Source: an optimization exercise on an open RTL-to-GDS flow (aim: a short achievable clock period and few clock cycles). Production flows keep margins and buffers that such runs may drop.
Only simulation tests tie the RTL to the original design; equivalence was not proved.
Power and IR drop assume default switching activity.

## flow/design.v (module list and top-level ports; edited modules follow where they fit)
// module connect4_minimax_search: 857 lines
module connect4_minimax_search #(
  parameter int IS_ME = 1,
  parameter int DEPTH = 3
) (
  input  logic               w_clk,
  input  logic               w_rst,
  input  logic               w_en,
  input  logic [41:0]        i_me_field,
  input  logic [41:0]        i_op_field,
  input  logic [20:0]        i_piled_array,
  output logic               o_valid,
  output logic               o_finished,
  output logic signed [15:0] o_score,
  output logic [2:0]         o_selected_col
);
  // ...
==> flow/run.sh <==
#!/bin/bash
# synth_recipe.tcl (not shown) runs the flow's synth.tcl, then flattens the netlist and writes it again
# the make line also repeats each setting of config.mk as NAME=value (left out here)
make -C /OpenROAD-flow-scripts/flow DESIGN_CONFIG=/design/flow/config.mk WORK_HOME=/design/flow/orfs CLKGATE_MAP_FILE= SYNTH_SCRIPT=/design/flow/synth_recipe.tcl finish
==> flow/config.mk <==
export PLATFORM = sky130hd
export DESIGN_NAME = connect4_minimax_search
export DESIGN_NICKNAME = connect4_minimax_search
export VERILOG_FILES = /design/flow/design.v
export SDC_FILE = /design/flow/constraint.sdc
export NUM_CORES = 4
export LEC_CHECK = 0
export CAP_MARGIN = 20
export CELL_PAD_IN_SITES_DETAIL_PLACEMENT = 1
export CELL_PAD_IN_SITES_GLOBAL_PLACEMENT = 2
export CORE_MARGIN = 2
export CORE_UTILIZATION = 25
export PLACE_DENSITY = 0.5
export SETUP_SLACK_MARGIN = 5
export SLEW_MARGIN = 20
==> flow/constraint.sdc <==
create_clock -name core_clock -period 7.0 [get_ports {w_clk}]
set_input_delay 1.4000 -clock core_clock [delete_from_list [all_inputs] [get_ports {w_clk}]]
set_output_delay 1.4000 -clock core_clock [all_outputs]
set_load 0.01 [all_outputs]
==> impl_metrics.py, run 1 <==
metrics = {
    "timing": {
        "worst_hold_slack_ps": 460,
        "worst_slew_pin_slew_ps": 868,
        "setup_slack_ps": 4420,
        "finalHoldViolCount": 0,
    },
    "pwr": {
        "p_int_uw": 4290,
        "combPwrFrac_pct": 42.2,
    },
    "hold_path": {
        "min_from": "col_q[1]$_SDFFE_PP0P_",
        "min_to": "col_q[1]$_SDFFE_PP0P_",
    },
    "yosys": {
        "synth.top_cells.by_count": "339 x nor2_1, 304 x dfxtp_1, 282 x nand2_1",
        "synthSimpleGateAreaFrac_pct": 28.1,
        "async_reset_ff_share_pct": 0,
        "synth-adder-area-share_pct": 0,
        "synth_cell_type_count": 91,
        "synth-seq-area-share_pct": 33.1,
        "synth_xor_area_share_pct": 0,
    },
    "routing": {
        "drc": 0,
        "first_pass_iters": 6,
        "ant_nets": 0,
    },
    "layout": {
        "clk_share_pct": 3.22,
        "num-fill-cells": 7587,
        "nonClkBufAreaFrac_pct": 33.3,
        "multi_input_area_share_pct": 45.2,
        "largestClassByArea": "multi-input combinational cells",
        "design_area_um2": 41500,
        "antennaDiodeCount": 13,
        "n_all_buffers": 1130,
    },
    "clocking": {
        "clock_latency_ps": 610,
        "numCtsBuffers": 40,
        "clk_path_buf_depth": 3,
    },
    "global_routing": {
        "gr-total-overflow": 0,
        "grt_util_met3_pct": 24.4,
        "grtUsageMet1_pct": 57.3,
        "grtUsageTotal_pct": 48.4,
    },
    "worst_setup_path": {
        "cp_cell_sequence": "buf_16, buf_12, buf_16, and2_4, a32o_1, a222oi_1, o2111ai_1, nor2_1, nand3_1",
        "cpMaxStageDelayCell": "a222oi_1",
    },
    "placed_design": {
        "dp_cells": 3461,
        "gp_congestion": 0.962,
    },
    "floorplan": {
        "io_pins": 129,
        "nWellTaps": 959,
        "start_util_pct": 25.2,
    },
    "run_status": {
        "outcome": "timing/DRC/antenna clean",
    },
}
Testbench counts, summed over its fixed seeds: cycles 768.
==> run 2: changes to the inputs <==
--- a/flow/design.v
+++ b/flow/design.v
@@ -505,155 +505,155 @@
   assign b1_d[47] = (oh[32] & ((oh[38] & ((i_me_field[32] & i_me_field[38]))) | (oh[39] & ((i_me_field[24] & i_me_field[25]))) | (oh[40] & ((i_me_field[10] & i_me_field[18]))))) | (oh[33] & ((oh[40] & ((i_me_field[31] & i_me_field[32]))) | (oh[41] & ((i_me_field[17] & i_me_field[25])))));
   assign b2_d[47] = (oh[34] & ((oh[41] & ((i_me_field[38] & i_me_field[39])))));
   assign a0_d[48] = (oh[36] & (tme[13])) | (oh[37] & (tme[20]));
   assign a1_d[48] = (oh[38] & (tme[27] | (i_me_field[13] & i_me_field[6]))) | (oh[39] & (tme[34] | (i_me_field[20] & i_me_field[13])));
   assign a2_d[48] = (oh[40] & (tme[41] | (i_me_field[27] & i_me_field[20])));
   assign b0_d[48] = (oh[36] & tme[20]) | (oh[37] & tme[27]);
   assign b1_d[48] = (oh[38] & tme[34]) | (oh[39] & tme[41]);
   assign b2_d[48] = 1'b0;
-  logic [7:0] bad_d;
+  logic [15:0] bad_d;
   assign bad_d[0] = (i_me_field[0] & i_me_field[1] & i_me_field[2] & i_me_field[3]) |
-    (i_me_field[7] & i_me_field[8] & i_me_field[9] & i_me_field[10]) |
     (i_me_field[14] & i_me_field[15] & i_me_field[16] & i_me_field[17]) |
-    (i_me_field[21] & i_me_field[22] & i_me_field[23] & i_me_field[24]) |
     (i_me_field[28] & i_me_field[29] & i_me_field[30] & i_me_field[31]) |
-    (i_me_field[35] & i_me_field[36] & i_me_field[37] & i_me_field[38]) |
     (i_me_field[0] & i_me_field[7] & i_me_field[14] & i_me_field[21]) |
-    (i_me_field[4] & i_me_field[11] & i_me_field[18] & i_me_field[25]) |
     (i_me_field[8] & i_me_field[15] & i_me_field[22] & i_me_field[29]) |
-    (i_me_field[12] & i_me_field[19] & i_me_field[26] & i_me_field[33]) |
     (i_me_field[16] & i_me_field[23] & i_me_field[30] & i_me_field[37]) |
-    (i_me_field[20] & i_me_field[27] & i_me_field[34] & i_me_field[41]) |
     (i_me_field[3] & i_me_field[11] & i_me_field[19] & i_me_field[27]) |
-    (i_me_field[10] & i_me_field[18] & i_me_field[26] & i_me_field[34]) |
     (i_me_field[17] & i_me_field[25] & i_me_field[33] & i_me_field[41]) |
-    (i_me_field[6] & i_me_field[12] & i_me_field[18] & i_me_field[24]) |
-    (i_me_field[13] & i_me_field[19] & i_me_field[25] & i_me_field[31]) |
-    (i_me_field[20] & i_me_field[26] & i_me_field[32] & i_me_field[38]);
+    (i_me_field[13] & i_me_field[19] & i_me_field[25] & i_me_field[31]);
   assign bad_d[1] = (i_me_field[1] & i_me_field[2] & i_me_field[3] & i_me_field[4]) |
-    (i_me_field[8] & i_me_field[9] & i_me_field[10] & i_me_field[11]) |
     (i_me_field[15] & i_me_field[16] & i_me_field[17] & i_me_field[18]) |
-    (i_me_field[22] & i_me_field[23] & i_me_field[24] & i_me_field[25]) |
     (i_me_field[29] & i_me_field[30] & i_me_field[31] & i_me_field[32]) |
-    (i_me_field[36] & i_me_field[37] & i_me_field[38] & i_me_field[39]) |
     (i_me_field[1] & i_me_field[8] & i_me_field[15] & i_me_field[22]) |
-    (i_me_field[5] & i_me_field[12] & i_me_field[19] & i_me_field[26]) |
     (i_me_field[9] & i_me_field[16] & i_me_field[23] & i_me_field[30]) |
-    (i_me_field[13] & i_me_field[20] & i_me_field[27] & i_me_field[34]) |
     (i_me_field[17] & i_me_field[24] & i_me_field[31] & i_me_field[38]) |
-    (i_me_field[0] & i_me_field[8] & i_me_field[16] & i_me_field[24]) |
     (i_me_field[7] & i_me_field[15] & i_me_field[23] & i_me_field[31]) |
-    (i_me_field[14] & i_me_field[22] & i_me_field[30] & i_me_field[38]) |
     (i_me_field[3] & i_me_field[9] & i_me_field[15] & i_me_field[21]) |
-    (i_me_field[10] & i_me_field[16] & i_me_field[22] & i_me_field[28]) |
     (i_me_field[17] & i_me_field[23] & i_me_field[29] & i_me_field[35]);
   assign bad_d[2] = (i_me_field[2] & i_me_field[3] & i_me_field[4] & i_me_field[5]) |
-    (i_me_field[9] & i_me_field[10] & i_me_field[11] & i_me_field[12]) |
     (i_me_field[16] & i_me_field[17] & i_me_field[18] & i_me_field[19]) |
-    (i_me_field[23] & i_me_field[24] & i_me_field[25] & i_me_field[26]) |
     (i_me_field[30] & i_me_field[31] & i_me_field[32] & i_me_field[33]) |
-    (i_me_field[37] & i_me_field[38] & i_me_field[39] & i_me_field[40]) |
     (i_me_field[2] & i_me_field[9] & i_me_field[16] & i_me_field[23]) |
-    (i_me_field[6] & i_me_field[13] & i_me_field[20] & i_me_field[27]) |
     (i_me_field[10] & i_me_field[17] & i_me_field[24] & i_me_field[31]) |
-    (i_me_field[14] & i_me_field[21] & i_me_field[28] & i_me_field[35]) |
     (i_me_field[18] & i_me_field[25] & i_me_field[32] & i_me_field[39]) |
-    (i_me_field[1] & i_me_field[9] & i_me_field[17] & i_me_field[25]) |
     (i_me_field[8] & i_me_field[16] & i_me_field[24] & i_me_field[32]) |
-    (i_me_field[15] & i_me_field[23] & i_me_field[31] & i_me_field[39]) |
     (i_me_field[4] & i_me_field[10] & i_me_field[16] & i_me_field[22]) |
-    (i_me_field[11] & i_me_field[17] & i_me_field[23] & i_me_field[29]) |
     (i_me_field[18] & i_me_field[24] & i_me_field[30] & i_me_field[36]);
   assign bad_d[3] = (i_me_field[3] & i_me_field[4] & i_me_field[5] & i_me_field[6]) |
-    (i_me_field[10] & i_me_field[11] & i_me_field[12] & i_me_field[13]) |
     (i_me_field[17] & i_me_field[18] & i_me_field[19] & i_me_field[20]) |
-    (i_me_field[24] & i_me_field[25] & i_me_field[26] & i_me_field[27]) |
     (i_me_field[31] & i_me_field[32] & i_me_field[33] & i_me_field[34]) |
-    (i_me_field[38] & i_me_field[39] & i_me_field[40] & i_me_field[41]) |
     (i_me_field[3] & i_me_field[10] & i_me_field[17] & i_me_field[24]) |
-    (i_me_field[7] & i_me_field[14] & i_me_field[21] & i_me_field[28]) |
     (i_me_field[11] & i_me_field[18] & i_me_field[25] & i_me_field[32]) |
-    (i_me_field[15] & i_me_field[22] & i_me_field[29] & i_me_field[36]) |
     (i_me_field[19] & i_me_field[26] & i_me_field[33] & i_me_field[40]) |
-    (i_me_field[2] & i_me_field[10] & i_me_field[18] & i_me_field[26]) |
     (i_me_field[9] & i_me_field[17] & i_me_field[25] & i_me_field[33]) |
-    (i_me_field[16] & i_me_field[24] & i_me_field[32] & i_me_field[40]) |
     (i_me_field[5] & i_me_field[11] & i_me_field[17] & i_me_field[23]) |
-    (i_me_field[12] & i_me_field[18] & i_me_field[24] & i_me_field[30]) |
     (i_me_field[19] & i_me_field[25] & i_me_field[31] & i_me_field[37]);
-  assign bad_d[4] = (i_op_field[0] & i_op_field[1] & i_op_field[2] & i_op_field[3]) |
-    (i_op_field[7] & i_op_field[8] & i_op_field[9] & i_op_field[10]) |
+  assign bad_d[4] = (i_me_field[7] & i_me_field[8] & i_me_field[9] & i_me_field[10]) |
+    (i_me_field[21] & i_me_field[22] & i_me_field[23] & i_me_field[24]) |
+    (i_me_field[35] & i_me_field[36] & i_me_field[37] & i_me_field[38]) |
+    (i_me_field[4] & i_me_field[11] & i_me_field[18] & i_me_field[25]) |
+    (i_me_field[12] & i_me_field[19] & i_me_field[26] & i_me_field[33]) |
+    (i_me_field[20] & i_me_field[27] & i_me_field[34] & i_me_field[41]) |
+    (i_me_field[10] & i_me_field[18] & i_me_field[26] & i_me_field[34]) |
+    (i_me_field[6] & i_me_field[12] & i_me_field[18] & i_me_field[24]) |
+    (i_me_field[20] & i_me_field[26] & i_me_field[32] & i_me_field[38]);
+  assign bad_d[5] = (i_me_field[8] & i_me_field[9] & i_me_field[10] & i_me_field[11]) |
+    (i_me_field[22] & i_me_field[23] & i_me_field[24] & i_me_field[25]) |
+    (i_me_field[36] & i_me_field[37] & i_me_field[38] & i_me_field[39]) |
+    (i_me_field[5] & i_me_field[12] & i_me_field[19] & i_me_field[26]) |
+    (i_me_field[13] & i_me_field[20] & i_me_field[27] & i_me_field[34]) |
+    (i_me_field[0] & i_me_field[8] & i_me_field[16] & i_me_field[24]) |
+    (i_me_field[14] & i_me_field[22] & i_me_field[30] & i_me_field[38]) |
+    (i_me_field[10] & i_me_field[16] & i_me_field[22] & i_me_field[28]);
+  assign bad_d[6] = (i_me_field[9] & i_me_field[10] & i_me_field[11] & i_me_field[12]) |
+    (i_me_field[23] & i_me_field[24] & i_me_field[25] & i_me_field[26]) |
+    (i_me_field[37] & i_me_field[38] & i_me_field[39] & i_me_field[40]) |
+    (i_me_field[6] & i_me_field[13] & i_me_field[20] & i_me_field[27]) |
+    (i_me_field[14] & i_me_field[21] & i_me_field[28] & i_me_field[35]) |
+    (i_me_field[1] & i_me_field[9] & i_me_field[17] & i_me_field[25]) |
+    (i_me_field[15] & i_me_field[23] & i_me_field[31] & i_me_field[39]) |
+    (i_me_field[11] & i_me_field[17] & i_me_field[23] & i_me_field[29]);
+  assign bad_d[7] = (i_me_field[10] & i_me_field[11] & i_me_field[12] & i_me_field[13]) |
+    (i_me_field[24] & i_me_field[25] & i_me_field[26] & i_me_field[27]) |
+    (i_me_field[38] & i_me_field[39] & i_me_field[40] & i_me_field[41]) |
+    (i_me_field[7] & i_me_field[14] & i_me_field[21] & i_me_field[28]) |
+    (i_me_field[15] & i_me_field[22] & i_me_field[29] & i_me_field[36]) |
+    (i_me_field[2] & i_me_field[10] & i_me_field[18] & i_me_field[26]) |
+    (i_me_field[16] & i_me_field[24] & i_me_field[32] & i_me_field[40]) |
+    (i_me_field[12] & i_me_field[18] & i_me_field[24] & i_me_field[30]);
+  assign bad_d[8] = (i_op_field[0] & i_op_field[1] & i_op_field[2] & i_op_field[3]) |
     (i_op_field[14] & i_op_field[15] & i_op_field[16] & i_op_field[17]) |
-    (i_op_field[21] & i_op_field[22] & i_op_field[23] & i_op_field[24]) |
     (i_op_field[28] & i_op_field[29] & i_op_field[30] & i_op_field[31]) |
-    (i_op_field[35] & i_op_field[36] & i_op_field[37] & i_op_field[38]) |
     (i_op_field[0] & i_op_field[7] & i_op_field[14] & i_op_field[21]) |
-    (i_op_field[4] & i_op_field[11] & i_op_field[18] & i_op_field[25]) |
     (i_op_field[8] & i_op_field[15] & i_op_field[22] & i_op_field[29]) |
-    (i_op_field[12] & i_op_field[19] & i_op_field[26] & i_op_field[33]) |
     (i_op_field[16] & i_op_field[23] & i_op_field[30] & i_op_field[37]) |
-    (i_op_field[20] & i_op_field[27] & i_op_field[34] & i_op_field[41]) |
     (i_op_field[3] & i_op_field[11] & i_op_field[19] & i_op_field[27]) |
-    (i_op_field[10] & i_op_field[18] & i_op_field[26] & i_op_field[34]) |
     (i_op_field[17] & i_op_field[25] & i_op_field[33] & i_op_field[41]) |
-    (i_op_field[6] & i_op_field[12] & i_op_field[18] & i_op_field[24]) |
-    (i_op_field[13] & i_op_field[19] & i_op_field[25] & i_op_field[31]) |
-    (i_op_field[20] & i_op_field[26] & i_op_field[32] & i_op_field[38]);
-  assign bad_d[5] = (i_op_field[1] & i_op_field[2] & i_op_field[3] & i_op_field[4]) |
-    (i_op_field[8] & i_op_field[9] & i_op_field[10] & i_op_field[11]) |
+    (i_op_field[13] & i_op_field[19] & i_op_field[25] & i_op_field[31]);
+  assign bad_d[9] = (i_op_field[1] & i_op_field[2] & i_op_field[3] & i_op_field[4]) |
     (i_op_field[15] & i_op_field[16] & i_op_field[17] & i_op_field[18]) |
-    (i_op_field[22] & i_op_field[23] & i_op_field[24] & i_op_field[25]) |
     (i_op_field[29] & i_op_field[30] & i_op_field[31] & i_op_field[32]) |
-    (i_op_field[36] & i_op_field[37] & i_op_field[38] & i_op_field[39]) |
     (i_op_field[1] & i_op_field[8] & i_op_field[15] & i_op_field[22]) |
-    (i_op_field[5] & i_op_field[12] & i_op_field[19] & i_op_field[26]) |
     (i_op_field[9] & i_op_field[16] & i_op_field[23] & i_op_field[30]) |
-    (i_op_field[13] & i_op_field[20] & i_op_field[27] & i_op_field[34]) |
     (i_op_field[17] & i_op_field[24] & i_op_field[31] & i_op_field[38]) |
-    (i_op_field[0] & i_op_field[8] & i_op_field[16] & i_op_field[24]) |
     (i_op_field[7] & i_op_field[15] & i_op_field[23] & i_op_field[31]) |
-    (i_op_field[14] & i_op_field[22] & i_op_field[30] & i_op_field[38]) |
     (i_op_field[3] & i_op_field[9] & i_op_field[15] & i_op_field[21]) |
-    (i_op_field[10] & i_op_field[16] & i_op_field[22] & i_op_field[28]) |
     (i_op_field[17] & i_op_field[23] & i_op_field[29] & i_op_field[35]);
-  assign bad_d[6] = (i_op_field[2] & i_op_field[3] & i_op_field[4] & i_op_field[5]) |
-    (i_op_field[9] & i_op_field[10] & i_op_field[11] & i_op_field[12]) |
+  assign bad_d[10] = (i_op_field[2] & i_op_field[3] & i_op_field[4] & i_op_field[5]) |
     (i_op_field[16] & i_op_field[17] & i_op_field[18] & i_op_field[19]) |
-    (i_op_field[23] & i_op_field[24] & i_op_field[25] & i_op_field[26]) |
     (i_op_field[30] & i_op_field[31] & i_op_field[32] & i_op_field[33]) |
-    (i_op_field[37] & i_op_field[38] & i_op_field[39] & i_op_field[40]) |
     (i_op_field[2] & i_op_field[9] & i_op_field[16] & i_op_field[23]) |
-    (i_op_field[6] & i_op_field[13] & i_op_field[20] & i_op_field[27]) |
     (i_op_field[10] & i_op_field[17] & i_op_field[24] & i_op_field[31]) |
-    (i_op_field[14] & i_op_field[21] & i_op_field[28] & i_op_field[35]) |
     (i_op_field[18] & i_op_field[25] & i_op_field[32] & i_op_field[39]) |
-    (i_op_field[1] & i_op_field[9] & i_op_field[17] & i_op_field[25]) |
     (i_op_field[8] & i_op_field[16] & i_op_field[24] & i_op_field[32]) |
-    (i_op_field[15] & i_op_field[23] & i_op_field[31] & i_op_field[39]) |
     (i_op_field[4] & i_op_field[10] & i_op_field[16] & i_op_field[22]) |
-    (i_op_field[11] & i_op_field[17] & i_op_field[23] & i_op_field[29]) |
     (i_op_field[18] & i_op_field[24] & i_op_field[30] & i_op_field[36]);
-  assign bad_d[7] = (i_op_field[3] & i_op_field[4] & i_op_field[5] & i_op_field[6]) |
-    (i_op_field[10] & i_op_field[11] & i_op_field[12] & i_op_field[13]) |
+  assign bad_d[11] = (i_op_field[3] & i_op_field[4] & i_op_field[5] & i_op_field[6]) |
     (i_op_field[17] & i_op_field[18] & i_op_field[19] & i_op_field[20]) |
-    (i_op_field[24] & i_op_field[25] & i_op_field[26] & i_op_field[27]) |
     (i_op_field[31] & i_op_field[32] & i_op_field[33] & i_op_field[34]) |
-    (i_op_field[38] & i_op_field[39] & i_op_field[40] & i_op_field[41]) |
     (i_op_field[3] & i_op_field[10] & i_op_field[17] & i_op_field[24]) |
-    (i_op_field[7] & i_op_field[14] & i_op_field[21] & i_op_field[28]) |
     (i_op_field[11] & i_op_field[18] & i_op_field[25] & i_op_field[32]) |
-    (i_op_field[15] & i_op_field[22] & i_op_field[29] & i_op_field[36]) |
     (i_op_field[19] & i_op_field[26] & i_op_field[33] & i_op_field[40]) |
-    (i_op_field[2] & i_op_field[10] & i_op_field[18] & i_op_field[26]) |
     (i_op_field[9] & i_op_field[17] & i_op_field[25] & i_op_field[33]) |
-    (i_op_field[16] & i_op_field[24] & i_op_field[32] & i_op_field[40]) |
     (i_op_field[5] & i_op_field[11] & i_op_field[17] & i_op_field[23]) |
-    (i_op_field[12] & i_op_field[18] & i_op_field[24] & i_op_field[30]) |
     (i_op_field[19] & i_op_field[25] & i_op_field[31] & i_op_field[37]);
+  assign bad_d[12] = (i_op_field[7] & i_op_field[8] & i_op_field[9] & i_op_field[10]) |
+    (i_op_field[21] & i_op_field[22] & i_op_field[23] & i_op_field[24]) |
+    (i_op_field[35] & i_op_field[36] & i_op_field[37] & i_op_field[38]) |
+    (i_op_field[4] & i_op_field[11] & i_op_field[18] & i_op_field[25]) |
+    (i_op_field[12] & i_op_field[19] & i_op_field[26] & i_op_field[33]) |
+    (i_op_field[20] & i_op_field[27] & i_op_field[34] & i_op_field[41]) |
+    (i_op_field[10] & i_op_field[18] & i_op_field[26] & i_op_field[34]) |
+    (i_op_field[6] & i_op_field[12] & i_op_field[18] & i_op_field[24]) |
+    (i_op_field[20] & i_op_field[26] & i_op_field[32] & i_op_field[38]);
+  assign bad_d[13] = (i_op_field[8] & i_op_field[9] & i_op_field[10] & i_op_field[11]) |
+    (i_op_field[22] & i_op_field[23] & i_op_field[24] & i_op_field[25]) |
+    (i_op_field[36] & i_op_field[37] & i_op_field[38] & i_op_field[39]) |
+    (i_op_field[5] & i_op_field[12] & i_op_field[19] & i_op_field[26]) |
+    (i_op_field[13] & i_op_field[20] & i_op_field[27] & i_op_field[34]) |
+    (i_op_field[0] & i_op_field[8] & i_op_field[16] & i_op_field[24]) |
+    (i_op_field[14] & i_op_field[22] & i_op_field[30] & i_op_field[38]) |
+    (i_op_field[10] & i_op_field[16] & i_op_field[22] & i_op_field[28]);
+  assign bad_d[14] = (i_op_field[9] & i_op_field[10] & i_op_field[11] & i_op_field[12]) |
+    (i_op_field[23] & i_op_field[24] & i_op_field[25] & i_op_field[26]) |
+    (i_op_field[37] & i_op_field[38] & i_op_field[39] & i_op_field[40]) |
+    (i_op_field[6] & i_op_field[13] & i_op_field[20] & i_op_field[27]) |
+    (i_op_field[14] & i_op_field[21] & i_op_field[28] & i_op_field[35]) |
+    (i_op_field[1] & i_op_field[9] & i_op_field[17] & i_op_field[25]) |
+    (i_op_field[15] & i_op_field[23] & i_op_field[31] & i_op_field[39]) |
+    (i_op_field[11] & i_op_field[17] & i_op_field[23] & i_op_field[29]);
+  assign bad_d[15] = (i_op_field[10] & i_op_field[11] & i_op_field[12] & i_op_field[13]) |
+    (i_op_field[24] & i_op_field[25] & i_op_field[26] & i_op_field[27]) |
+    (i_op_field[38] & i_op_field[39] & i_op_field[40] & i_op_field[41]) |
+    (i_op_field[7] & i_op_field[14] & i_op_field[21] & i_op_field[28]) |
+    (i_op_field[15] & i_op_field[22] & i_op_field[29] & i_op_field[36]) |
+    (i_op_field[2] & i_op_field[10] & i_op_field[18] & i_op_field[26]) |
+    (i_op_field[16] & i_op_field[24] & i_op_field[32] & i_op_field[40]) |
+    (i_op_field[12] & i_op_field[18] & i_op_field[24] & i_op_field[30]);
   logic [48:0] ab0_d;
   logic [6:0]  e_d;
   logic [2:0]  colL_d;
   logic        legal_any_d;
   always_comb begin
     logic [6:0] l1;
     for (int c0 = 0; c0 < 7; c0++) begin
       for (int c = 0; c < 7; c++) l1[c] = (c == c0) ? legal2_d[c] : legal_d[c];
@@ -664,17 +664,17 @@
     for (int c = 6; c >= 0; c--)
       if (legal_d[c]) colL_d = 3'(c);
     legal_any_d = |legal_d;
   end
   logic [6:0]  w10_q, w11_q, w12_q, w1ab0_q, w1ab1_q, w1ab2_q, ow0_q, owab0_q, legal_q, e_q;
   logic [48:0] a0_q, a1_q, a2_q, ab0_q, b1_q, b2_q;
   logic [2:0]  colL_q;
   logic        legal_any_q;
-  logic [7:0]  bad_q;
+  logic [15:0] bad_q;
   always_ff @(posedge w_clk) begin
     w10_q <= w10_d;
     w11_q <= w11_d;
     w12_q <= w12_d;
     w1ab0_q <= w1ab0_d;
     w1ab1_q <= w1ab1_d;
     w1ab2_q <= w1ab2_d;
     ow0_q <= ow0_d;
==> run 2 against run 1 <==
Compared with the run above:
- still clean
- core utilization rose by 1.7 points
- cell count increased by 3.3%
- clock-buffer cell count decreased by 2
- maximum frequency down 10%
- clock power is 13% higher
- area after synthesis is 0.89% higher
- critical path type is now flip-flop to flip-flop
- register-to-register slack got worse by 450 ps
- first-iteration DRC count fell by 0.55%
- critical path depth up 2
- routed wire length increased by 2.1%
- critical endpoint is now col_q[0]$_SDFFE_PP0P_
- synthesized cell count up 1.4%
- clock skew up 5.0 ps
==> impl_metrics.py, run 2 <==
metrics = {
    "worst_setup_path": {
        "r2r_start": "ow0_q[0]$_DFF_P_",
        "cp_max_fo": 7,
        "path_class": "flip-flop to flip-flop",
        "reg2reg_slack_ps": 4120,
        "worstPathRequired_ps": 7560,
        "start_kind": "flip-flop",
        "cp-end-kind": "flip-flop",
        "rr_worst_depth": 11,
        "cp_data_arrival_time_ps": 3450,
        "timing.rr.end": "col_q[0]$_SDFFE_PP0P_",
    },
    "timing": {
        "worst_slew_pin_slew_ps": 1140,
        "setup-violations-final": 0,
        "maxClockFrequency_mhz": 347,
        "skew_ps": 30.1,
        "fin_crit_ps": 2880,
        "max-slew-margin-rel_pct": 23.2,
        "finalHoldViolCount": 0,
        "finalMaxSlewViolations": 0,
        "rsz0062_at_grt": "yes",
        "fin_tns_setup_ps": 0,
        "period_share_pct": 41.2,
        "worst_hold_slack_ps": 480,
    },
    "pwr": {
        "fin_total_pwr_uw": 7440,
        "power_frac_seq_pct": 25.9,
        "pwr-share-clk_pct": 33.2,
        "ir_worst_vdd_mv": 0.176,
        "switchingPower_uw": 2850,
        "p_leak_uw": 0.0166,
        "cellPowerDensity_nw_per_um2": 173,
        "combPwrFrac_pct": 40.9,
        "switching_share_pct": 38.4,
        "p_int_uw": 4580,
    },
    "clocking": {
        "clock-root-buffer": "clkbuf_16",
        "cts_max_level": 2,
        "path_clk_slew_ps": 60,
        "cts_tree": "done",
        "clock_sinks": 312,
        "clock_latency_ps": 650,
        "numCtsBuffers": 42,
        "clk_path_buf_depth": 3,
    },
    "yosys": {
        "synth_top_family_by_area": "compound AO/OA/AOI/OAI gates",
        "synth_cell_type_count": 86,
        "ys_top_cells_by_area": "dfxtp_1 34%, nor2_1 7.4%, nand2_1 5.4%, clkbuf_1 4.4%, o22ai_1 4.4%",
        "ys.flop_type": "dfxtp_1",
        "synthMuxAreaShare_pct": 1.83,
        "netlist.area_leader.share_pct": 33.7,
        "synth_xor_area_share_pct": 0,
        "async_reset_ff_share_pct": 0,
        "syn_inst": 2591,
        "synthSimpleGateAreaFrac_pct": 28.8,
        "synth-compound-area-share_pct": 29.5,
        "yosys.cell_count.top_type": "nor2_1",
        "yosysWarnings": 1,
        "netlist_area_um2": 18500,
        "synth-adder-area-share_pct": 0,
        "synth_area_leader_cell": "dfxtp_1",
        "synth-seq-area-share_pct": 33.7,
        "synth-seq-cells": 312,
        "synth_edf_count": 0,
        "avgSynthCellArea_um2": 7.15,
        "synth.top_cells.by_count": "364 x nor2_1, 312 x dfxtp_1, 267 x nand2_1",
    },
    "global_routing": {
        "grt_antenna_before_repair": 19,
        "gr-total-overflow": 0,
        "top_usage_layer": "met2",
        "grtUsageMet1_pct": 54.7,
        "grt_util_met3_pct": 18.6,
        "met2_usage_pct": 67.8,
        "first_global_vias": 29607,
        "grtUsageTotal_pct": 46.3,
        "grt_max_degree": 45,
        "grt_pass1_wl_mm": 247,
    },
    "placed_design": {
        "numPortBuffers": 125,
        "dp_cells": 3509,
        "hpwl_mm": 108,
        "gp_congestion": 0.996,
    },
    "layout": {
        "drive_gt1_share_pct": 67.2,
        "stdcell_count": 4623,
        "mostFrequentLayoutCell": "buf_4",
        "syn_to_final_growth_pct": 132,
        "mostFrequentLayoutCells": "598 x buf_4, 312 x buf_6, 303 x dfxtp_1, 186 x buf_12, 149 x nor2_1",
        "largest-register": "ab0_q",
        "final_nets": 3728,
        "largest_reg_flops": 43,
    },
    "floorplan": {
        "io_pins": 129,
        "die_w_um": 276,
        "fp.coreArea_um2": 73200,
        "die_h_um": 276,
        "rows": 99,
        "start_util_pct": 25.3,
        "dieArea_um2": 76300,
    },
    "routing": {
        "ant_nets": 0,
        "routed-via-count": 31021,
        "drc": 0,
        "wirelength_mm": 200,
        "first_pass_iters": 12,
        "via_per_inst": 6.71,
        "wl_per_cell_um": 43.3,
        "drtIter0Drc": 3991,
    },
    "run_status": {
        "outcome": "timing/DRC/antenna clean",
    },
    "hold_path": {
        "min_to": "col_q[0]$_SDFFE_PP0P_",
        "min_from": "col_q[0]$_SDFFE_PP0P_",
        "hp-class": "flip-flop to flip-flop",
        "hold_depth": 1,
    },
    "job": {
        "maxCapViolCount": 0,
    },
}
==> run 2: cell families after synthesis <==
family	after synthesis
muxes	31
and+or+nand+nor	1135
DFF	312
buffers and inverters	293
AOI/OAI and AO/OA	819
other	1
==> run 2: power groups by stage <==
stage	Combinational, uW	Sequential (uW)	Clock, uW
after floorplan	940	1920	0
after detailed placement	1500	1950	0
final	3040	1920	2470
after global routing	3030	1930	2540
after CTS	2530	1920	2440
after global placement	1500	1950	0
==> run 2: per-stage QoR <==
stage,utilization [%],cell area [um^2],worst slack (ps)
CTS,53.1,38800,4260
finish,58.7,43000,4120
global route,58.7,43000,4150
global placement,30.9,22600,2380
floorplan,-,23000,4210
detailed placement,30.9,22600,2320
==> run 2: layout make-up <==
cell class                      count  area (um^2)
Timing Repair Buffer             1242        14500
Clock buffer                       51         1140
Tap cell                          959         1200
Inverter                           26          214
Timing Repair inverter              1         8.76
Sequential cell                   312         6260
Multi-Input combinational cell   1995        19300
Antenna cell                       10         25.0
Fill cell                        7529        30200
Clock inverter                     27          379
==> run 2: worst max path at each step <==
stage | startpoint | to | cells past startpoint
floorplan | i_me_field[35] | ab0_q[24]$_DFF_P_ | 6
global placement | i_piled_array[13] | b1_q[31]$_DFF_P_ | 7
detailed placement | i_piled_array[13] | b1_q[31]$_DFF_P_ | 7
CTS | w1ab1_q[6]$_DFF_P_ | col_q[1]$_SDFFE_PP0P_ | 11
global route | a1_q[31]$_DFF_P_ | col_q[1]$_SDFFE_PP0P_ | 9
finish | ow0_q[0]$_DFF_P_ | col_q[0]$_SDFFE_PP0P_ | 11
==> run 2: what timing repair did <==
action,in CTS,in global routing
pin swaps,516,409
endpoints found under the setup margin,325,311
cloned,44,1
gates resized for setup,2118,513
buffers inserted,764,217
hold buffers,0,0
==> run 2: per-layer routing <==
layer	vias up	routed length, um
li1	11781	-
met3	1239	29600
met5	-	197
met4	20	21000
met1	15216	69800
met2	2765	79600
==> run 2: critical path, stage by stage, from the launching register on <==
cell	delay, ps
dfxtp_1	490
nor3_1	260
buf_4	190
nand4_1	330
a31oi_1	320
a21o_1	170
o31ai_4	80
buf_6	150
buf_12	120
a211oi_4	300
o2111a_1	250
a211o_1	110
Testbench counts of run 2, summed over its fixed seeds: cycles 768.
==> run 3: changes to the inputs <==
==> flow/flow/run.sh (new file) <==
#!/bin/bash
# Layout flow: the standard layout (standard.sh) unchanged, except that synthesis and timing
# repair may not use the slow multi-stage cells listed in flow/dont_use.txt (non-inverting complex
# gates, 4-input OR/NOR/AND and the like), on top of the platform's own don't-use cells, which
# the list repeats. The critical paths then map to single-stage inverting gates.
# The make output goes to flow_make.log here; ORFS's own logs stay under orfs/logs/.
set -euo pipefail
cd "$(dirname "$0")/.."
DONT_USE="$(grep -v '^#' flow/dont_use.txt | tr -s '\n' ' ')"
bash standard.sh "DONT_USE_CELLS=$DONT_USE" finish > flow_make.log 2>&1
==> flow/flow/dont_use.txt (new file) <==
sky130_fd_sc_hd__lpflow_bleeder_1
sky130_fd_sc_hd__lpflow_clkbufkapwr_1
sky130_fd_sc_hd__lpflow_clkbufkapwr_16
sky130_fd_sc_hd__lpflow_clkbufkapwr_2
sky130_fd_sc_hd__lpflow_clkbufkapwr_4
sky130_fd_sc_hd__lpflow_clkbufkapwr_8
sky130_fd_sc_hd__lpflow_clkinvkapwr_1
sky130_fd_sc_hd__lpflow_clkinvkapwr_16
sky130_fd_sc_hd__lpflow_clkinvkapwr_2
sky130_fd_sc_hd__lpflow_clkinvkapwr_4
sky130_fd_sc_hd__lpflow_clkinvkapwr_8
sky130_fd_sc_hd__lpflow_decapkapwr_12
sky130_fd_sc_hd__lpflow_decapkapwr_3
sky130_fd_sc_hd__lpflow_decapkapwr_4
sky130_fd_sc_hd__lpflow_decapkapwr_6
sky130_fd_sc_hd__lpflow_decapkapwr_8
sky130_fd_sc_hd__lpflow_inputiso0n_1
sky130_fd_sc_hd__lpflow_inputiso0p_1
sky130_fd_sc_hd__lpflow_inputiso1n_1
sky130_fd_sc_hd__lpflow_inputiso1p_1
sky130_fd_sc_hd__lpflow_inputisolatch_1
sky130_fd_sc_hd__lpflow_isobufsrc_1
sky130_fd_sc_hd__lpflow_isobufsrc_16
sky130_fd_sc_hd__lpflow_isobufsrc_2
sky130_fd_sc_hd__lpflow_isobufsrc_4
sky130_fd_sc_hd__lpflow_isobufsrc_8
sky130_fd_sc_hd__lpflow_isobufsrckapwr_16
sky130_fd_sc_hd__lpflow_lsbuf_lh_hl_isowell_tap_1
sky130_fd_sc_hd__lpflow_lsbuf_lh_hl_isowell_tap_2
sky130_fd_sc_hd__lpflow_lsbuf_lh_hl_isowell_tap_4
sky130_fd_sc_hd__lpflow_lsbuf_lh_isowell_4
sky130_fd_sc_hd__lpflow_lsbuf_lh_isowell_tap_1
sky130_fd_sc_hd__lpflow_lsbuf_lh_isowell_tap_2
sky130_fd_sc_hd__lpflow_lsbuf_lh_isowell_tap_4
sky130_fd_sc_hd__probe_p_8
sky130_fd_sc_hd__probec_p_8
sky130_fd_sc_hd__a2111o_1
sky130_fd_sc_hd__a2111o_2
sky130_fd_sc_hd__a2111o_4
sky130_fd_sc_hd__a2111oi_0
sky130_fd_sc_hd__a2111oi_1
sky130_fd_sc_hd__a2111oi_2
sky130_fd_sc_hd__a2111oi_4
sky130_fd_sc_hd__a211o_1
sky130_fd_sc_hd__a211o_2
sky130_fd_sc_hd__a211o_4
sky130_fd_sc_hd__a21bo_1
sky130_fd_sc_hd__a21bo_2
sky130_fd_sc_hd__a21bo_4
sky130_fd_sc_hd__a21o_1
sky130_fd_sc_hd__a21o_2
sky130_fd_sc_hd__a21o_4
sky130_fd_sc_hd__a221o_1
sky130_fd_sc_hd__a221o_2
sky130_fd_sc_hd__a221o_4
sky130_fd_sc_hd__a22o_1
sky130_fd_sc_hd__a22o_2
sky130_fd_sc_hd__a22o_4
sky130_fd_sc_hd__a2bb2o_1
sky130_fd_sc_hd__a2bb2o_2
sky130_fd_sc_hd__a2bb2o_4
sky130_fd_sc_hd__a311o_1
sky130_fd_sc_hd__a311o_2
sky130_fd_sc_hd__a311o_4
sky130_fd_sc_hd__a311oi_1
sky130_fd_sc_hd__a311oi_2
sky130_fd_sc_hd__a311oi_4
sky130_fd_sc_hd__a31o_1
sky130_fd_sc_hd__a31o_2
sky130_fd_sc_hd__a31o_4
sky130_fd_sc_hd__a32o_1
sky130_fd_sc_hd__a32o_2
sky130_fd_sc_hd__a32o_4
sky130_fd_sc_hd__a41o_1
sky130_fd_sc_hd__a41o_2
sky130_fd_sc_hd__a41o_4
sky130_fd_sc_hd__a41oi_1
sky130_fd_sc_hd__a41oi_2
sky130_fd_sc_hd__a41oi_4
sky130_fd_sc_hd__and3_1
sky130_fd_sc_hd__and3_2
sky130_fd_sc_hd__and3_4
sky130_fd_sc_hd__and3b_1
sky130_fd_sc_hd__and3b_2
sky130_fd_sc_hd__and3b_4
sky130_fd_sc_hd__and4_1
sky130_fd_sc_hd__and4_2
sky130_fd_sc_hd__and4_4
sky130_fd_sc_hd__and4b_1
sky130_fd_sc_hd__and4b_2
sky130_fd_sc_hd__and4b_4
sky130_fd_sc_hd__and4bb_1
sky130_fd_sc_hd__and4bb_2
sky130_fd_sc_hd__and4bb_4
sky130_fd_sc_hd__mux4_1
sky130_fd_sc_hd__mux4_2
sky130_fd_sc_hd__mux4_4
sky130_fd_sc_hd__nand4b_1
sky130_fd_sc_hd__nand4b_2
sky130_fd_sc_hd__nand4b_4
sky130_fd_sc_hd__nand4bb_1
sky130_fd_sc_hd__nand4bb_2
sky130_fd_sc_hd__nand4bb_4
sky130_fd_sc_hd__nor4_1
sky130_fd_sc_hd__nor4_2
sky130_fd_sc_hd__nor4_4
sky130_fd_sc_hd__nor4b_1
sky130_fd_sc_hd__nor4b_2
sky130_fd_sc_hd__nor4b_4
sky130_fd_sc_hd__nor4bb_1
sky130_fd_sc_hd__nor4bb_2
sky130_fd_sc_hd__nor4bb_4
sky130_fd_sc_hd__o2111a_1
sky130_fd_sc_hd__o2111a_2
sky130_fd_sc_hd__o2111a_4
sky130_fd_sc_hd__o2111ai_1
sky130_fd_sc_hd__o2111ai_2
sky130_fd_sc_hd__o2111ai_4
sky130_fd_sc_hd__o211a_1
sky130_fd_sc_hd__o211a_2
sky130_fd_sc_hd__o211a_4
sky130_fd_sc_hd__o21a_1
sky130_fd_sc_hd__o21a_2
sky130_fd_sc_hd__o21a_4
sky130_fd_sc_hd__o21ba_1
sky130_fd_sc_hd__o21ba_2
sky130_fd_sc_hd__o21ba_4
sky130_fd_sc_hd__o221a_1
sky130_fd_sc_hd__o221a_2
sky130_fd_sc_hd__o221a_4
sky130_fd_sc_hd__o22a_1
sky130_fd_sc_hd__o22a_2
sky130_fd_sc_hd__o22a_4
sky130_fd_sc_hd__o2bb2a_1
sky130_fd_sc_hd__o2bb2a_2
sky130_fd_sc_hd__o2bb2a_4
sky130_fd_sc_hd__o311a_1
sky130_fd_sc_hd__o311a_2
sky130_fd_sc_hd__o311a_4
sky130_fd_sc_hd__o311ai_0
sky130_fd_sc_hd__o311ai_1
sky130_fd_sc_hd__o311ai_2
sky130_fd_sc_hd__o311ai_4
sky130_fd_sc_hd__o31a_1
sky130_fd_sc_hd__o31a_2
sky130_fd_sc_hd__o31a_4
sky130_fd_sc_hd__o32a_1
sky130_fd_sc_hd__o32a_2
sky130_fd_sc_hd__o32a_4
sky130_fd_sc_hd__o41a_1
sky130_fd_sc_hd__o41a_2
sky130_fd_sc_hd__o41a_4
sky130_fd_sc_hd__o41ai_1
sky130_fd_sc_hd__o41ai_2
sky130_fd_sc_hd__o41ai_4
sky130_fd_sc_hd__or3_1
sky130_fd_sc_hd__or3_2
sky130_fd_sc_hd__or3_4
sky130_fd_sc_hd__or3b_1
sky130_fd_sc_hd__or3b_2
sky130_fd_sc_hd__or3b_4
sky130_fd_sc_hd__or4_1
sky130_fd_sc_hd__or4_2
sky130_fd_sc_hd__or4_4
sky130_fd_sc_hd__or4b_1
sky130_fd_sc_hd__or4b_2
sky130_fd_sc_hd__or4b_4
sky130_fd_sc_hd__or4bb_1
sky130_fd_sc_hd__or4bb_2
sky130_fd_sc_hd__or4bb_4
sky130_fd_sc_hd__xnor3_1
sky130_fd_sc_hd__xnor3_2
sky130_fd_sc_hd__xnor3_4
sky130_fd_sc_hd__xor3_1
sky130_fd_sc_hd__xor3_2
sky130_fd_sc_hd__xor3_4
sky130_fd_sc_hd__bufbuf_16
sky130_fd_sc_hd__bufbuf_8
sky130_fd_sc_hd__bufinv_16
sky130_fd_sc_hd__bufinv_8
sky130_fd_sc_hd__clkinvlp_2
sky130_fd_sc_hd__clkinvlp_4
==> flow/standard.sh (new file) <==
#!/bin/bash
# synth_recipe.tcl (not shown) runs the flow's synth.tcl, then flattens the netlist and writes it again
# the make line also repeats each setting of config.mk as NAME=value (left out here)
make -C /OpenROAD-flow-scripts/flow DESIGN_CONFIG=/design/flow/config.mk WORK_HOME=/design/flow/orfs CLKGATE_MAP_FILE= SYNTH_SCRIPT=/design/flow/synth_recipe.tcl "${@:-finish}"
removed: flow/run.sh
==> run 3 against run 2 <==
Compared with the run above:
- maximum frequency up 14%
- sequential cell count unchanged
- die area up 1.3%
- via count down 3.6%
- sequential power is essentially flat
- cell area down 6.9%
- critical path type is now flip-flop to primary output
- largest cell class unchanged
==> impl_metrics.py, run 3 <==
metrics = {
    "run_status": {
        "outcome": "timing/DRC/antenna clean",
    },
    "layout": {
        "multiInputGateArea_um2": 19000,
        "final_nets": 3847,
        "largest-register": "ab0_q",
        "num-fill-cells": 8157,
        "seqCellArea_um2": 6270,
        "mostFrequentLayoutCells": "535 x buf_2, 385 x buf_6, 298 x dfxtp_1, 198 x nand2_1, 184 x nor2_1",
        "drive_gt1_share_pct": 65.2,
        "syn_to_final_growth_pct": 113,
        "largest_reg_flops": 43,
        "mostFrequentLayoutCell": "buf_2",
    },
    "global_routing": {
        "grt_antenna_before_repair": 5,
        "gr-total-overflow": 0,
        "grt_pass1_wl_mm": 237,
        "grt_max_degree": 44,
        "grtUsageTotal_pct": 43.5,
        "first_global_vias": 29071,
    },
    "timing": {
        "fin_crit_ps": 2520,
        "setup-violations-final": 0,
        "worst_slew_pin_slew_ps": 798,
        "rsz0062_at_grt": "yes",
        "fin_tns_setup_ps": 0,
        "maxClockFrequency_mhz": 396,
        "finalMaxSlewViolations": 0,
        "setup_slack_ps": 4480,
        "worst_hold_slack_ps": 477,
        "skew_ps": 26.3,
        "period_share_pct": 36.0,
        "finalHoldViolCount": 0,
        "max-slew-margin-rel_pct": 46.4,
    },
    "routing": {
        "drc": 0,
        "via_per_inst": 6.30,
        "first_pass_iters": 7,
        "routed-via-count": 29899,
        "wirelength_mm": 179,
        "ant_nets": 0,
        "wl_per_cell_um": 37.8,
        "drtIter0Drc": 3385,
    },
    "hold_path": {
        "min_from": "col_q[1]$_SDFFE_PP0P_",
        "min_to": "col_q[1]$_SDFFE_PP0P_",
        "hold_depth": 2,
        "hp-class": "flip-flop to flip-flop",
    },
    "placed_design": {
        "hpwl_mm": 111,
        "numPortBuffers": 125,
        "gp_congestion": 0.982,
        "post-place-ws_ps": 2330,
    },
    "yosys": {
        "synth-adder-area-share_pct": 0,
        "synthSimpleGateAreaFrac_pct": 31.4,
        "yosysWarnings": 1,
        "avgSynthCellArea_um2": 6.88,
        "syn_inst": 2729,
        "synthMuxAreaShare_pct": 1.87,
        "netlist_area_um2": 18800,
        "synth_cell_type_count": 54,
        "ys_top_cells_by_area": "dfxtp_1 33%, nor2_1 7.8%, nand2_1 6.7%, o21ai_0 5.0%, nand3_1 4.9%",
        "synth-compound-area-share_pct": 26.7,
        "netlist.area_leader.share_pct": 33.3,
        "synth_top_family_by_area": "simple AND/OR/NAND/NOR gates",
        "async_reset_ff_share_pct": 0,
        "synth_area_leader_cell": "dfxtp_1",
        "ys.flop_type": "dfxtp_1",
        "synth_edf_count": 0,
        "synth-seq-cells": 312,
        "yosys.cell_count.top_type": "nor2_1",
        "synth_xor_area_share_pct": 0,
        "synth.top_cells.by_count": "391 x nor2_1, 333 x nand2_1, 312 x dfxtp_1",
        "synth-seq-area-share_pct": 33.3,
    },
    "worst_setup_path": {
        "reg2reg_slack_ps": 4510,
        "cpMaxStageDelayCell": "dfxtp_4",
        "cp_num_buf_inv": 1,
        "worstPathRequired_ps": 5600,
        "timing.rr.end": "col_q[1]$_SDFFE_PP0P_",
        "cp-end-kind": "primary output",
        "path_class": "flip-flop to primary output",
        "critPathMaxStageDelay_ps": 410,
        "start_kind": "flip-flop",
        "r2r_start": "b1_q[26]$_DFF_P_",
        "path_delay_family": "flip-flops",
        "cp.depth": 1,
        "cp_data_arrival_time_ps": 1120,
        "cp_cell_sequence": "buf_6",
        "rr_worst_depth": 8,
        "cp_max_fo": 8,
    },
    "floorplan": {
        "dieArea_um2": 77300,
        "start_util_pct": 25.2,
        "rows": 100,
        "die_h_um": 278,
        "die_w_um": 278,
        "fp.coreArea_um2": 74400,
        "io_pins": 129,
    },
    "clocking": {
        "cts_max_level": 2,
        "path_clk_slew_ps": 60,
        "clock-root-buffer": "clkbuf_16",
        "clock_latency_ps": 610,
        "clk_path_buf_depth": 3,
        "numCtsBuffers": 42,
        "cts.hold.buffers_added": 0,
        "cts_tree": "done",
        "clock_sinks": 312,
    },
    "pwr": {
        "cellPowerDensity_nw_per_um2": 173,
        "p_leak_uw": 0.0157,
        "ir_worst_vdd_mv": 0.171,
        "pwr-share-clk_pct": 32.4,
        "switching_share_pct": 39.0,
        "switchingPower_uw": 2700,
        "power_frac_seq_pct": 27.9,
        "combPwrFrac_pct": 39.7,
        "p_int_uw": 4220,
    },
    "job": {
        "maxCapViolCount": 0,
    },
}
[run 3: cell types whose count changed in the layout (fill, tap and decap cells not counted), moves of 18 or more]
cell     change
buf_2      +515
buf_4      -511
nand2_2     +24
or3_4       -18
nor2_1      +35
and3_4      -22
nand4_1     +39
and2_4      +25
buf_12      -88
nand2_1     +50
buf_6       +73
o21ai_2     +38
nand3_1     +27
[run 3: routing by layer]
metal | vias up | GRT usage, % | share of wire [%]
met3 | 840 | 14.6 | 12
met1 | 14847 | 53.2 | 38
met4 | 2 | 28.5 | 8.9
li1 | 11961 | - | -
met2 | 2249 | 65.0 | 42
met5 | - | 0 | 0.0056
[run 3: layout make-up]
type | count | share of cell area (%)
Multi-Input combinational cell | 2109 | 47.5
Clock inverter | 16 | 0.310
Clock buffer | 61 | 3.19
Sequential cell | 312 | 15.7
Inverter | 47 | 0.729
Tap cell | 969 | 3.03
Timing Repair Buffer | 1227 | 29.5
Antenna cell | 4 | 0.0250
[run 3: repair_timing]
action | 4_1_cts | 5_1_grt
gates cloned | 30 | 5
pin swaps | 455 | 424
setup endpoints to repair | 325 | 295
buffers inserted | 743 | 240
resized for setup | 2059 | 687
[run 3: cells by family after synthesis]
| group | after synthesis |
|---|---|
| multiplexers | 33 |
| flip-flops | 312 |
| buffers and inverters | 312 |
| AO/OA/AOI/OAI | 797 |
| AND/OR/NAND/NOR | 1274 |
| other | 1 |
[run 3: tightest hold or removal path, delay by kind of cell (launching register included)]
| kind | cells | cell delay [ps] |
|---|---|---|
| and+or+nand+nor | 1 | 60 |
| AOI/OAI and AO/OA | 1 | 50 |
| DFF | 1 | 330 |
[run 3: metrics by stage]
stage	cell area (um^2)	std cells	util [%]	total power [uW]
3_3_place_gp	22400	3645	30.0	3420
3_5_place_dp	22400	3646	30.1	3420
6_report	40000	4745	53.7	6920
4_1_cts	35300	4496	47.4	6440
2_1_floorplan	23000	2731	-	2860
5_1_grt	40000	4741	53.7	7030
[run 3: power groups by stage]
| stage | combinational [uW] | sequential (uW) | clock, uW |
|---|---|---|---|
| after global placement | 1460 | 1950 | 0 |
| final | 2750 | 1930 | 2240 |
| after floorplan | 940 | 1920 | 0 |
| after global routing | 2780 | 1930 | 2320 |
| after detailed placement | 1460 | 1950 | 0 |
| after CTS | 2280 | 1920 | 2240 |
[run 3: worst max path at each step]
stage / from / endpoint / slack (ps)
finish: score_q[14]$_SDFFE_PP0P_ / o_score[15] / 4480
global route: score_q[14]$_SDFFE_PP0P_ / o_score[15] / 4450
CTS: w_en / col_q[1]$_SDFFE_PP0P_ / 4430
detailed placement: i_piled_array[11] / ab0_q[21]$_DFF_P_ / 2330
global placement: i_piled_array[17] / ab0_q[37]$_DFF_P_ / 1880
floorplan: i_piled_array[10] / ab0_q[22]$_DFF_P_ / 4200

==> what the ideal ports hide <==
The results above use ideal ports. As a check the final layouts listed here were re-extracted and re-timed, cells and wires unchanged. Step 1, drivers: a clkbuf_16 drives w_clk and a buf_2 each remaining input, both assumed. Step 2 also shifts input and output timing later by t, the mid clock arrival at the registers, as if the neighbouring blocks saw the same clock. Slacks: ideal ports / drivers / drivers and shift; pairs: ideal ports / drivers.
run	shift t [ns]	slack for setup (ns)	clock arrival spread, ns	worst slew at a driven data input, ns
run 1	0.669	4.419 / 4.432 / 3.763	0.027 / 0.028	0.25
run 2	0.710	4.117 / 4.117 / 3.608	0.036 / 0.035	0.17
run 3	0.671	4.477 / 4.403 / 3.852	0.029 / 0.029	0.24
After both steps setup and hold are still met in every run listed. For run 1, which loses most, drivers alone change the setup slack by +0.013 ns; drivers and shift together by -0.656 ns.
